This is an optimization exercise on Yosys and OpenROAD, whose aim is small area, not a production implementation.
In this exercise RTL edits were held to simulation tests only and were not proved equivalent to the original.
Power figures rest on the tool's default switching activity, not on a simulated workload.

Setup of indigo:
## wb_regfile_hilo
module wb_regfile_hilo #(
    parameter int DATA_W = 32,
    parameter int ADDR_W = 5
) (
    input  logic              clk,
    input  logic              rst,
    input  logic              we,
    input  logic [ADDR_W-1:0] waddr,
    input  logic [DATA_W-1:0] wdata,
    input  logic              re1,
    input  logic [ADDR_W-1:0] raddr1,
    output logic [DATA_W-1:0] rdata1,
    input  logic              re2,
    input  logic [ADDR_W-1:0] raddr2,
    output logic [DATA_W-1:0] rdata2,
    input  logic              whilo,
    input  logic [DATA_W-1:0] hi_i,
    input  logic [DATA_W-1:0] lo_i,
    output logic [DATA_W-1:0] hi_o,
    output logic [DATA_W-1:0] lo_o
);
For scale: roughly 1100 flip-flops, about 250 I/O pins, ~44000 µm² of cells after synthesis.
==> module wb_regfile_hilo, before the edit <==
module wb_regfile_hilo #(
    parameter int DATA_W = 32,
    parameter int ADDR_W = 5
) (
    input  logic              clk,
    input  logic              rst,
    input  logic              we,
    input  logic [ADDR_W-1:0] waddr,
    input  logic [DATA_W-1:0] wdata,
    input  logic              re1,
    input  logic [ADDR_W-1:0] raddr1,
    output logic [DATA_W-1:0] rdata1,
    input  logic              re2,
    input  logic [ADDR_W-1:0] raddr2,
    output logic [DATA_W-1:0] rdata2,
    input  logic              whilo,
    input  logic [DATA_W-1:0] hi_i,
    input  logic [DATA_W-1:0] lo_i,
    output logic [DATA_W-1:0] hi_o,
    output logic [DATA_W-1:0] lo_o
);
    localparam int NUM_REGS = 2 ** ADDR_W;
    logic [DATA_W-1:0] gpr [1:NUM_REGS-1];
    logic [DATA_W-1:0] hi_q;
    logic [DATA_W-1:0] lo_q;
    logic [NUM_REGS-1:1] wm, wld, whold;
    genvar r;
    generate
        for (r = 1; r < NUM_REGS; r++) begin : g_reg
            assign wm[r]    = we && (waddr == ADDR_W'(r));
            assign wld[r]   = !rst && wm[r];
            assign whold[r] = !rst && !wm[r];
            logic [DATA_W-1:0] gpr_d;
            wb_rf_ao22 #(.W(DATA_W)) u_nxt (
                .a(wld[r]), .d(wdata), .b(whold[r]), .q(gpr[r]), .y(gpr_d));
            always_ff @(posedge clk) begin
                gpr[r] <= gpr_d;
            end
        end
    endgenerate
    logic hld, hhold;
    assign hld   = !rst && whilo;
    assign hhold = !rst && !whilo;
    logic [DATA_W-1:0] hi_d, lo_d;
    wb_rf_ao22 #(.W(DATA_W)) u_hi_nxt (.a(hld), .d(hi_i), .b(hhold), .q(hi_q), .y(hi_d));
    wb_rf_ao22 #(.W(DATA_W)) u_lo_nxt (.a(hld), .d(lo_i), .b(hhold), .q(lo_q), .y(lo_d));
    always_ff @(posedge clk) begin
        hi_q <= hi_d;
        lo_q <= lo_d;
    end
    assign hi_o = hi_q;
    assign lo_o = lo_q;
    function automatic logic [NUM_REGS-1:0] read_sel(
        input logic                rst_v,
        input logic                re,
        input logic [ADDR_W-1:0]   raddr,
        input logic                we_v,
        input logic [ADDR_W-1:0]   waddr_v,
        input logic [NUM_REGS-1:1] wm_v
    );
        logic              ok;
        logic [NUM_REGS-1:0] s;
        ok   = !rst_v && re && (raddr != '0);
        s[0] = ok && we_v && (raddr == waddr_v);
        for (int i = 1; i < NUM_REGS; i++) begin
            s[i] = ok && (raddr == ADDR_W'(i)) && !wm_v[i];
        end
        read_sel = s;
    endfunction
    logic [DATA_W*NUM_REGS-1:0] rd_in;
    always_comb begin
        rd_in[DATA_W-1:0] = wdata;
        for (int i = 1; i < NUM_REGS; i++) begin
            rd_in[DATA_W*i +: DATA_W] = gpr[i];
        end
    end
    logic [NUM_REGS-1:0] sel1, sel2;
    assign sel1 = read_sel(rst, re1, raddr1, we, waddr, wm);
    assign sel2 = read_sel(rst, re2, raddr2, we, waddr, wm);
    wb_regfile_andor #(.N(NUM_REGS), .W(DATA_W)) u_rd1 (.sel(sel1), .d(rd_in), .y(rdata1));
    wb_regfile_andor #(.N(NUM_REGS), .W(DATA_W)) u_rd2 (.sel(sel2), .d(rd_in), .y(rdata2));
endmodule
export LEC_CHECK = 0
export CAP_MARGIN = 20
export CORE_MARGIN = 2
export CORE_UTILIZATION = 50
export SETUP_SLACK_MARGIN = 0.2
export SLEW_MARGIN = 20
export SYNTH_HIERARCHICAL = 1
create_clock -name core_clock -period 6.0 [get_ports {clk}]
standard.sh (not shown) runs the stock make flow with config.mk's settings and CLKGATE_MAP_FILE= SYNTH_SCRIPT=/design/flow/synth_recipe.tcl, a recipe that flattens the netlist after the stock synthesis.
==> flow/flow/run.sh <==
#!/bin/bash
export BUFFER_PORTS_ARGS="-buffer_cell sky130_fd_sc_hd__buf_1"
export CTS_ARGS="-sink_clustering_enable -repair_clock_nets -dont_use_dummy_load -sink_clustering_size 14 -sink_clustering_max_diameter 60 -buf_list {sky130_fd_sc_hd__clkbuf_4 sky130_fd_sc_hd__clkbuf_8}"
bash standard.sh > standard.log 2>&1
Input-level comparison between fjord and indigo:
--- a/flow/design.v
+++ b/flow/design.v
@@ -24,10 +24,16 @@
     logic [DATA_W-1:0] hi_q;
     logic [DATA_W-1:0] lo_q;
     logic [NUM_REGS-1:1] wm, wld, whold;
+    logic [3:0] wlo;
+    logic [7:0] whi;
+    always_comb begin
+        for (int j = 0; j < 4; j++) wlo[j] = (waddr[1:0] == 2'(j));
+        for (int k = 0; k < 8; k++) whi[k] = we && (waddr[4:2] == 3'(k));
+    end
     genvar r;
     generate
         for (r = 1; r < NUM_REGS; r++) begin : g_reg
-            assign wm[r]    = we && (waddr == ADDR_W'(r));
+            assign wm[r]    = wlo[r%4] && whi[r/4];
             assign wld[r]   = !rst && wm[r];
             assign whold[r] = !rst && !wm[r];
             logic [DATA_W-1:0] gpr_d;
@@ -50,23 +56,6 @@
     end
     assign hi_o = hi_q;
     assign lo_o = lo_q;
-    function automatic logic [NUM_REGS-1:0] read_sel(
-        input logic                rst_v,
-        input logic                re,
-        input logic [ADDR_W-1:0]   raddr,
-        input logic                we_v,
-        input logic [ADDR_W-1:0]   waddr_v,
-        input logic [NUM_REGS-1:1] wm_v
-    );
-        logic              ok;
-        logic [NUM_REGS-1:0] s;
-        ok   = !rst_v && re && (raddr != '0);
-        s[0] = ok && we_v && (raddr == waddr_v);
-        for (int i = 1; i < NUM_REGS; i++) begin
-            s[i] = ok && (raddr == ADDR_W'(i)) && !wm_v[i];
-        end
-        read_sel = s;
-    endfunction
     logic [DATA_W*NUM_REGS-1:0] rd_in;
     always_comb begin
         rd_in[DATA_W-1:0] = wdata;
@@ -75,10 +64,32 @@
         end
     end
     logic [NUM_REGS-1:0] sel1, sel2;
-    assign sel1 = read_sel(rst, re1, raddr1, we, waddr, wm);
-    assign sel2 = read_sel(rst, re2, raddr2, we, waddr, wm);
+    wb_rf_rdec u_dec1 (.rst(rst), .re(re1), .raddr(raddr1), .we(we), .waddr(waddr),
+                       .wm(wm), .sel(sel1));
+    wb_rf_rdec u_dec2 (.rst(rst), .re(re2), .raddr(raddr2), .we(we), .waddr(waddr),
+                       .wm(wm), .sel(sel2));
     wb_regfile_andor #(.N(NUM_REGS), .W(DATA_W)) u_rd1 (.sel(sel1), .d(rd_in), .y(rdata1));
     wb_regfile_andor #(.N(NUM_REGS), .W(DATA_W)) u_rd2 (.sel(sel2), .d(rd_in), .y(rdata2));
+endmodule
+module wb_rf_rdec (
+    input  logic        rst,
+    input  logic        re,
+    input  logic [4:0]  raddr,
+    input  logic        we,
+    input  logic [4:0]  waddr,
+    input  logic [31:1] wm,
+    output logic [31:0] sel
+);
+    logic       en;
+    logic [3:0] lo;
+    logic [7:0] hi;
+    always_comb begin
+        en = !rst && re;
+        for (int j = 0; j < 4; j++) lo[j] = (raddr[1:0] == 2'(j));
+        for (int k = 0; k < 8; k++) hi[k] = en && (raddr[4:2] == 3'(k));
+        sel[0] = en && (raddr != '0) && we && (raddr == waddr);
+        for (int i = 1; i < 32; i++) sel[i] = lo[i%4] && hi[i/4] && !wm[i];
+    end
 endmodule
 module wb_regfile_andor #(
     parameter int N = 32,
[summary]
Relative to indigo, count of clock-buffer cells in the layout has decreased by 3 in fjord.
On number of multi-input combinational cells in the layout, indigo tracks fjord almost exactly.
fjord: core utilization lower than indigo
According to the power report, total power for fjord is lower than for indigo.
Going from indigo to fjord, sequential cell fraction of total power saw an increase; hold slack saw little to no change; max-cap violation count saw little to no change; cell area reported after detailed placement saw a decrease.
fjord vs. indigo: final cell area excluding filler cells went down by about 0.8%.
Compared to indigo, fjord has share of cells above drive strength 1 1.2 points lower.
fjord vs. indigo: synthesized area per cell comparable, non-clock buffer count now smaller.

## what the ideal ports hide
In the flow no input, the clock included, has a driving cell. The finished layouts below were timed again as built, in two steps. Step 1 assumes that a clkbuf_16 drives the clock port and a buf_2 every other input. Step 2 adds t to the input delays and takes it off the output delays; t is the mean of the earliest and latest rising clock arrival at the registers after step 1. Input paths then give back, and output paths get back, about the clock's delay inside the block. Slacks: no drivers / after step 1 / after step 2; pairs: no drivers / after step 1.
run	shift t [ns]	slack for setup (ns)	hold slack, ns	worst setup path after step 2
indigo	0.842	0.102 / 0.058 / 0.058	0.472 / 0.472 / 0.472	input to output
fjord	0.820	0.228 / 0.102 / 0.102	0.474 / 0.474 / 0.474	input to output
After both steps setup and hold are still met in every run listed. The setup slack of fjord, which loses most, moves by -0.126 ns with the drivers and by -0.126 ns with both steps.
